This design comes from an exercise in tuning for small area on the open sky130 flow, not from production work. In this exercise RTL edits were held to simulation tests only and were not proved equivalent to the original.

==> job 5757: inputs <==
Design exec_unit, start of the top module:
module exec_unit (
    input  wire         clk_i,
    input  wire         rst_n_i,
    input  wire [31:0]  op1_i,
    input  wire [31:0]  op2_i,
    input  wire [31:0]  offset_i,
    input  wire [31:0]  inst_i,
    input  wire [31:0]  inst_addr_i,
    input  wire         reg_wen_i,
    input  wire [4:0]   reg_waddr_i,
    input  wire         int_flag_i,
    input  wire [31:0]  int_addr_i,
    output logic        reg_wen_o,
    output logic [4:0]  reg_waddr_o,
    output logic [31:0] reg_wdata_o,
    output logic        jump_flag_o,
    output logic [31:0] jump_addr_o
);
==> flow/config.mk <==
export PLATFORM = sky130hd
export DESIGN_NAME = exec_unit
export DESIGN_NICKNAME = exec_unit
export VERILOG_FILES = /design/flow/design.v
export SDC_FILE = /design/flow/constraint.sdc
export NUM_CORES = 4
export LEC_CHECK = 0
export CAP_MARGIN = 0
export CORE_MARGIN = 2
export CORE_UTILIZATION = 60
export CTS_BUF_LIST = sky130_fd_sc_hd__clkbuf_4
export GPL_TIMING_DRIVEN = 0
export SETUP_SLACK_MARGIN = 0.15
export SLEW_MARGIN = 0
==> flow/constraint.sdc <==
create_clock -name core_clock -period 5.0 [get_ports {clk_i}]
set_input_delay 1.0000 -clock core_clock [delete_from_list [all_inputs] [get_ports {clk_i}]]
set_output_delay 1.0000 -clock core_clock [all_outputs]
set_load 0.01 [all_outputs]
standard.sh (not shown) runs the stock make flow with config.mk's settings and CLKGATE_MAP_FILE= SYNTH_SCRIPT=/design/flow/synth_recipe.tcl, a recipe that flattens the netlist after the stock synthesis.
==> flow/flow/run.sh <==
#!/bin/bash
set -euo pipefail
export BUFFER_PORTS_ARGS="-buffer_cell sky130_fd_sc_hd__buf_1"
export REMOVE_ABC_BUFFERS=1
export CTS_ARGS="-sink_clustering_enable -repair_clock_nets -buf_list sky130_fd_sc_hd__clkbuf_4 -sink_clustering_size 10 -sink_clustering_max_diameter 45 -dont_use_dummy_load"
bash standard.sh > flow_standard.log 2>&1
==> job 7927: changes against job 5757 <==
--- a/flow/design.v
+++ b/flow/design.v
@@ -39,22 +39,22 @@
     assign d_lui   = d_upper & opc[5];
     assign d_alu   = ~opc[6] & ~opc[2];       
     assign d_br    = opc[6] & ~opc[2];
     logic        sub;
     logic [31:0] a, b;
-    assign sub = ~opc[2] & (opc[6] | (~f3[2] & (f3[1] | f3[0] | (opc[5] & alt))));
+    assign sub = d_br | (d_alu & ((f3 == 3'b000) ? (opc[5] & alt) : (f3[2:1] == 2'b01)));
     always_comb begin
         a = op1_i & {32{~d_jalr}};
         a[2] = op1_i[2] | d_jalr;
         b = (op2_i & {32{~(d_jal | d_upper)}}) ^ {32{sub}};
         b[2] = ((op2_i[2] & ~(d_jal | d_upper)) ^ sub) | d_jal;
     end
     logic [31:0] pa, ga, sa;
     logic        ca;
     assign pa = a ^ b;
     assign ga = a & b;
-    exec_prefix_add #(.SKL(1)) u_adda (.p_i(pa), .g_i(ga), .c_i(sub), .s_o(sa), .c_o(ca));
+    exec_prefix_add u_adda (.p_i(pa), .g_i(ga), .c_i(sub), .s_o(sa), .c_o(ca));
     logic eq, lt_u, lt_s;
     assign eq   = &pa;                        
     assign lt_u = ~ca;
     assign lt_s = (op1_i[31] ^ op2_i[31]) ? op1_i[31] : lt_u;
     logic [31:0] x, pb, gb, sb;
@@ -71,26 +71,27 @@
     always_comb begin
         for (int i = 0; i < 32; i++) sx[i] = sl ? op1_i[31-i] : op1_i[i];
     end
     assign sr = 32'($signed({fill, sx}) >>> op2_i[4:0]);
     logic [31:0] wdata;
-    logic        sel_a, sel_b, sel_r, sel_l, sel_p, sel_g, sel_t;
-    logic [31:0] srrev;
-    assign sel_a = d_link | d_lui | (d_alu & (f3 == 3'b000));
-    assign sel_b = d_upper & ~opc[5];
-    assign sel_r = d_alu & (f3 == 3'b101);
-    assign sel_l = d_alu & (f3 == 3'b001);
-    assign sel_p = d_alu & f3[2] & ~f3[0];
-    assign sel_g = d_alu & f3[2] & f3[1];
-    assign sel_t = d_alu & ~f3[2] & f3[1];
     always_comb begin
-        for (int i = 0; i < 32; i++) srrev[i] = sr[31-i];
-    end
-    always_comb begin
-        wdata = (sr & {32{sel_r}}) | (srrev & {32{sel_l}}) | (pa & {32{sel_p}}) | (ga & {32{sel_g}});
-        wdata[0] = wdata[0] | (sel_t & (f3[0] ? lt_u : lt_s));
-        wdata = sel_b ? sb : sel_a ? sa : wdata;
+        if (d_link | d_lui) begin
+            wdata = sa;
+        end else if (d_upper) begin
+            wdata = sb;
+        end else begin
+            case (f3)
+                3'b000: wdata = sa;
+                3'b001: for (int i = 0; i < 32; i++) wdata[i] = sr[31-i];
+                3'b010: wdata = {31'd0, lt_s};
+                3'b011: wdata = {31'd0, lt_u};
+                3'b100: wdata = pa;
+                3'b101: wdata = sr;
+                3'b110: wdata = pa | ga;
+                default: wdata = ga;
+            endcase
+        end
     end
     logic cond, taken, jf, wen;
     logic [31:0] jaddr;
     assign cond  = f3[2] ? (f3[1] ? lt_u : lt_s) : eq;
     assign taken = (cond ^ f3[0]) & (f3[2] | ~f3[1]);
@@ -117,11 +118,11 @@
         reg_waddr_o <= waddr2;
         reg_wdata_o <= wdata2;
         jump_addr_o <= jaddr2;
     end
 endmodule
-module exec_prefix_add #(parameter bit SKL = 0) (
+module exec_prefix_add (
     input  wire  [31:0] p_i,
     input  wire  [31:0] g_i,
     input  wire         c_i,
     output logic [31:0] s_o,
     output logic        c_o
@@ -129,18 +130,10 @@
     logic [31:0] gg, pp;
     always_comb begin
         gg = g_i;
         pp = p_i;
         gg[0] = g_i[0] | (p_i[0] & c_i);
-      if (SKL) begin
-        for (int l = 0; l < 5; l++)
-            for (int j = 0; j < 32; j++)
-                if (j[l]) begin
-                    gg[j] = gg[j] | (pp[j] & gg[((j >> l) << l) - 1]);
-                    pp[j] = pp[j] & pp[((j >> l) << l) - 1];
-                end
-      end else begin
         for (int l = 0; l < 5; l++) begin
             for (int j = (2 << l) - 1; j < 32; j += (2 << l)) begin
                 gg[j] = gg[j] | (pp[j] & gg[j - (1 << l)]);
                 pp[j] = pp[j] & pp[j - (1 << l)];
             end
@@ -149,11 +142,10 @@
             for (int j = 3 * (1 << l) - 1; j < 32; j += (2 << l)) begin
                 gg[j] = gg[j] | (pp[j] & gg[j - (1 << l)]);
                 pp[j] = pp[j] & pp[j - (1 << l)];
             end
         end
-      end
     end
     assign s_o = p_i ^ {gg[30:0], c_i};
     assign c_o = gg[31];
 endmodule
 `default_nettype wire
==> flow/run.sh (new file) <==
#!/bin/bash
# synth_recipe.tcl (not shown) runs the flow's synth.tcl, then flattens the netlist and writes it again
# the make line also repeats each setting of config.mk as NAME=value (left out here)
make -C /OpenROAD-flow-scripts/flow DESIGN_CONFIG=/design/flow/config.mk WORK_HOME=/design/flow/orfs CLKGATE_MAP_FILE= SYNTH_SCRIPT=/design/flow/synth_recipe.tcl finish
- CAP_MARGIN: 0 -> 20
- CORE_UTILIZATION: 60 -> 40
- CTS_BUF_LIST: sky130_fd_sc_hd__clkbuf_4 -> not set
- GPL_TIMING_DRIVEN: 0 -> not set
- SETUP_SLACK_MARGIN: 0.15 -> not set
- SLEW_MARGIN: 0 -> 20
removed: flow/flow/run.sh
removed: flow/standard.sh
==> job 505: changes against job 5757 <==
--- a/flow/design.v
+++ b/flow/design.v
@@ -39,22 +39,22 @@
     assign d_lui   = d_upper & opc[5];
     assign d_alu   = ~opc[6] & ~opc[2];       
     assign d_br    = opc[6] & ~opc[2];
     logic        sub;
     logic [31:0] a, b;
-    assign sub = ~opc[2] & (opc[6] | (~f3[2] & (f3[1] | f3[0] | (opc[5] & alt))));
+    assign sub = d_br | (d_alu & ((f3 == 3'b000) ? (opc[5] & alt) : (f3[2:1] == 2'b01)));
     always_comb begin
         a = op1_i & {32{~d_jalr}};
         a[2] = op1_i[2] | d_jalr;
         b = (op2_i & {32{~(d_jal | d_upper)}}) ^ {32{sub}};
         b[2] = ((op2_i[2] & ~(d_jal | d_upper)) ^ sub) | d_jal;
     end
     logic [31:0] pa, ga, sa;
     logic        ca;
     assign pa = a ^ b;
     assign ga = a & b;
-    exec_prefix_add #(.SKL(1)) u_adda (.p_i(pa), .g_i(ga), .c_i(sub), .s_o(sa), .c_o(ca));
+    exec_prefix_add u_adda (.p_i(pa), .g_i(ga), .c_i(sub), .s_o(sa), .c_o(ca));
     logic eq, lt_u, lt_s;
     assign eq   = &pa;                        
     assign lt_u = ~ca;
     assign lt_s = (op1_i[31] ^ op2_i[31]) ? op1_i[31] : lt_u;
     logic [31:0] x, pb, gb, sb;
@@ -84,13 +84,13 @@
     assign sel_t = d_alu & ~f3[2] & f3[1];
     always_comb begin
         for (int i = 0; i < 32; i++) srrev[i] = sr[31-i];
     end
     always_comb begin
-        wdata = (sr & {32{sel_r}}) | (srrev & {32{sel_l}}) | (pa & {32{sel_p}}) | (ga & {32{sel_g}});
+        wdata = (sa & {32{sel_a}}) | (sb & {32{sel_b}}) | (sr & {32{sel_r}}) | (srrev & {32{sel_l}})
+              | (pa & {32{sel_p}}) | (ga & {32{sel_g}});
         wdata[0] = wdata[0] | (sel_t & (f3[0] ? lt_u : lt_s));
-        wdata = sel_b ? sb : sel_a ? sa : wdata;
     end
     logic cond, taken, jf, wen;
     logic [31:0] jaddr;
     assign cond  = f3[2] ? (f3[1] ? lt_u : lt_s) : eq;
     assign taken = (cond ^ f3[0]) & (f3[2] | ~f3[1]);
@@ -117,11 +117,11 @@
         reg_waddr_o <= waddr2;
         reg_wdata_o <= wdata2;
         jump_addr_o <= jaddr2;
     end
 endmodule
-module exec_prefix_add #(parameter bit SKL = 0) (
+module exec_prefix_add (
     input  wire  [31:0] p_i,
     input  wire  [31:0] g_i,
     input  wire         c_i,
     output logic [31:0] s_o,
     output logic        c_o
@@ -129,18 +129,10 @@
     logic [31:0] gg, pp;
     always_comb begin
         gg = g_i;
         pp = p_i;
         gg[0] = g_i[0] | (p_i[0] & c_i);
-      if (SKL) begin
-        for (int l = 0; l < 5; l++)
-            for (int j = 0; j < 32; j++)
-                if (j[l]) begin
-                    gg[j] = gg[j] | (pp[j] & gg[((j >> l) << l) - 1]);
-                    pp[j] = pp[j] & pp[((j >> l) << l) - 1];
-                end
-      end else begin
         for (int l = 0; l < 5; l++) begin
             for (int j = (2 << l) - 1; j < 32; j += (2 << l)) begin
                 gg[j] = gg[j] | (pp[j] & gg[j - (1 << l)]);
                 pp[j] = pp[j] & pp[j - (1 << l)];
             end
@@ -149,11 +141,10 @@
             for (int j = 3 * (1 << l) - 1; j < 32; j += (2 << l)) begin
                 gg[j] = gg[j] | (pp[j] & gg[j - (1 << l)]);
                 pp[j] = pp[j] & pp[j - (1 << l)];
             end
         end
-      end
     end
     assign s_o = p_i ^ {gg[30:0], c_i};
     assign c_o = gg[31];
 endmodule
 `default_nettype wire
==> flow/flow/run.sh (replaced) <==
#!/bin/bash
set -euo pipefail
export BUFFER_PORTS_ARGS="-buffer_cell sky130_fd_sc_hd__buf_1"
bash standard.sh > flow_standard.log 2>&1
- CAP_MARGIN: 0 -> 20
- CORE_UTILIZATION: 60 -> 40
- SETUP_SLACK_MARGIN: 0.15 -> not set
- SLEW_MARGIN: 0 -> 20
==> job 1913: changes against job 5757 <==
--- a/flow/design.v
+++ b/flow/design.v
@@ -39,22 +39,22 @@
     assign d_lui   = d_upper & opc[5];
     assign d_alu   = ~opc[6] & ~opc[2];       
     assign d_br    = opc[6] & ~opc[2];
     logic        sub;
     logic [31:0] a, b;
-    assign sub = ~opc[2] & (opc[6] | (~f3[2] & (f3[1] | f3[0] | (opc[5] & alt))));
+    assign sub = d_br | (d_alu & ((f3 == 3'b000) ? (opc[5] & alt) : (f3[2:1] == 2'b01)));
     always_comb begin
         a = op1_i & {32{~d_jalr}};
         a[2] = op1_i[2] | d_jalr;
         b = (op2_i & {32{~(d_jal | d_upper)}}) ^ {32{sub}};
         b[2] = ((op2_i[2] & ~(d_jal | d_upper)) ^ sub) | d_jal;
     end
     logic [31:0] pa, ga, sa;
     logic        ca;
     assign pa = a ^ b;
     assign ga = a & b;
-    exec_prefix_add #(.SKL(1)) u_adda (.p_i(pa), .g_i(ga), .c_i(sub), .s_o(sa), .c_o(ca));
+    exec_prefix_add u_adda (.p_i(pa), .g_i(ga), .c_i(sub), .s_o(sa), .c_o(ca));
     logic eq, lt_u, lt_s;
     assign eq   = &pa;                        
     assign lt_u = ~ca;
     assign lt_s = (op1_i[31] ^ op2_i[31]) ? op1_i[31] : lt_u;
     logic [31:0] x, pb, gb, sb;
@@ -84,13 +84,13 @@
     assign sel_t = d_alu & ~f3[2] & f3[1];
     always_comb begin
         for (int i = 0; i < 32; i++) srrev[i] = sr[31-i];
     end
     always_comb begin
-        wdata = (sr & {32{sel_r}}) | (srrev & {32{sel_l}}) | (pa & {32{sel_p}}) | (ga & {32{sel_g}});
+        wdata = (sa & {32{sel_a}}) | (sb & {32{sel_b}}) | (sr & {32{sel_r}}) | (srrev & {32{sel_l}})
+              | (pa & {32{sel_p}}) | (ga & {32{sel_g}});
         wdata[0] = wdata[0] | (sel_t & (f3[0] ? lt_u : lt_s));
-        wdata = sel_b ? sb : sel_a ? sa : wdata;
     end
     logic cond, taken, jf, wen;
     logic [31:0] jaddr;
     assign cond  = f3[2] ? (f3[1] ? lt_u : lt_s) : eq;
     assign taken = (cond ^ f3[0]) & (f3[2] | ~f3[1]);
@@ -117,11 +117,11 @@
         reg_waddr_o <= waddr2;
         reg_wdata_o <= wdata2;
         jump_addr_o <= jaddr2;
     end
 endmodule
-module exec_prefix_add #(parameter bit SKL = 0) (
+module exec_prefix_add (
     input  wire  [31:0] p_i,
     input  wire  [31:0] g_i,
     input  wire         c_i,
     output logic [31:0] s_o,
     output logic        c_o
@@ -129,18 +129,10 @@
     logic [31:0] gg, pp;
     always_comb begin
         gg = g_i;
         pp = p_i;
         gg[0] = g_i[0] | (p_i[0] & c_i);
-      if (SKL) begin
-        for (int l = 0; l < 5; l++)
-            for (int j = 0; j < 32; j++)
-                if (j[l]) begin
-                    gg[j] = gg[j] | (pp[j] & gg[((j >> l) << l) - 1]);
-                    pp[j] = pp[j] & pp[((j >> l) << l) - 1];
-                end
-      end else begin
         for (int l = 0; l < 5; l++) begin
             for (int j = (2 << l) - 1; j < 32; j += (2 << l)) begin
                 gg[j] = gg[j] | (pp[j] & gg[j - (1 << l)]);
                 pp[j] = pp[j] & pp[j - (1 << l)];
             end
@@ -149,11 +141,10 @@
             for (int j = 3 * (1 << l) - 1; j < 32; j += (2 << l)) begin
                 gg[j] = gg[j] | (pp[j] & gg[j - (1 << l)]);
                 pp[j] = pp[j] & pp[j - (1 << l)];
             end
         end
-      end
     end
     assign s_o = p_i ^ {gg[30:0], c_i};
     assign c_o = gg[31];
 endmodule
 `default_nettype wire
==> flow/flow/run.sh (replaced) <==
#!/bin/bash
set -euo pipefail
export BUFFER_PORTS_ARGS="-buffer_cell sky130_fd_sc_hd__buf_1"
export CTS_ARGS="-sink_clustering_enable -repair_clock_nets -buf_list sky130_fd_sc_hd__clkbuf_4 -sink_clustering_size 12 -sink_clustering_max_diameter 40 -dont_use_dummy_load"
bash standard.sh > flow_standard.log 2>&1
==> comparison table <==
Crit path required time: job 1913 5.50 ns; job 505 5.48 ns; job 7927 5.38 ns; job 5757 5.53 ns
Highest-delay cell along the critical path: job 1913 sky130_fd_sc_hd__a222oi_1; job 505 sky130_fd_sc_hd__a222oi_1; job 7927 sky130_fd_sc_hd__fa_2; job 5757 sky130_fd_sc_hd__a211oi_1
Nonclk inv count: job 1913 38; job 505 38; job 7927 95; job 5757 23
Number of well taps: job 1913 260; job 505 384; job 7927 448; job 5757 265
Vias post-DR: job 1913 10700; job 505 10500; job 7927 12600; job 5757 10300
Number of warnings issued by yosys: job 1913 2; job 505 2; job 7927 2; job 5757 3
Status: job 1913 finished clean; job 505 failed layout checks; job 7927 finished clean; job 5757 finished clean
Reasons for failing layout checks: job 1913 -; job 505 setup timing; job 7927 -; job 5757 -
Top cell by count, worst path: job 1913 sky130_fd_sc_hd__a21o_1; job 505 sky130_fd_sc_hd__a21oi_2; job 7927 -; job 5757 -
Cell area after synthesis: job 1913 0.0116 mm^2; job 505 0.0116 mm^2; job 7927 0.0134 mm^2; job 5757 0.0117 mm^2
Uppermost layer routed: job 1913 met5; job 505 met4; job 7927 met4; job 5757 met4
Post-Place Setup Slack: job 1913 -1.20 ns; job 505 -1.85 ns; job 7927 -0.637 ns; job 5757 -2.01 ns
Final critical-path required period: job 1913 4.87 ns; job 505 5.06 ns; job 7927 4.88 ns; job 5757 4.84 ns
Share of final layout cell area taken by non-clock buffers: job 1913 0.108; job 505 0.101; job 7927 0.227; job 5757 0.0860
Fraction of area in clock buffers and inverters: job 1913 0.0144; job 505 0.0476; job 7927 0.0359; job 5757 0.0154
Complex-gate fraction of the synthesized area: job 1913 0.167; job 505 0.167; job 7927 0.187; job 5757 0.179

==> what the ideal ports hide <==
In the flow no input, the clock included, has a driving cell. The finished layouts below were timed again as built, in two steps.
Step 1 (the two cells are an assumption about what drives the block):
set clk [get_ports {clk_i}]
set_driving_cell -lib_cell sky130_fd_sc_hd__clkbuf_16 $clk
set_driving_cell -lib_cell sky130_fd_sc_hd__buf_2 [delete_from_list [all_inputs] $clk]
Step 2, shift: input delay + t, output delay - t, t = (earliest + latest rising clock arrival at the registers) / 2. This alone moves slack from input paths to output paths.
Slacks: ideal ports / drivers / drivers and shift; pairs: ideal ports / drivers.
| run | t, ns | setup slack, ns | worst register clock-pin slew, ns | worst slew at a driven data input, ns |
|---|---|---|---|---|
| job 5757 | 0.686 | 0.156 / 0.179 / -0.507 | 0.10 / 0.10 | 0.05 |
| job 7927 | 0.542 | 0.116 / 0.141 / -0.400 | 0.06 / 0.06 | 0.08 |
| job 505 | 0.714 | -0.056 / -0.054 / -0.768 | 0.07 / 0.07 | 0.10 |
| job 1913 | 0.669 | 0.134 / 0.143 / -0.527 | 0.12 / 0.12 | 0.09 |
With both steps, setup timing fails in job 5757, job 7927 and job 1913, where it was met with ideal ports. For job 505, which loses most, drivers alone change the setup slack by +0.002 ns; drivers and shift together by -0.712 ns.
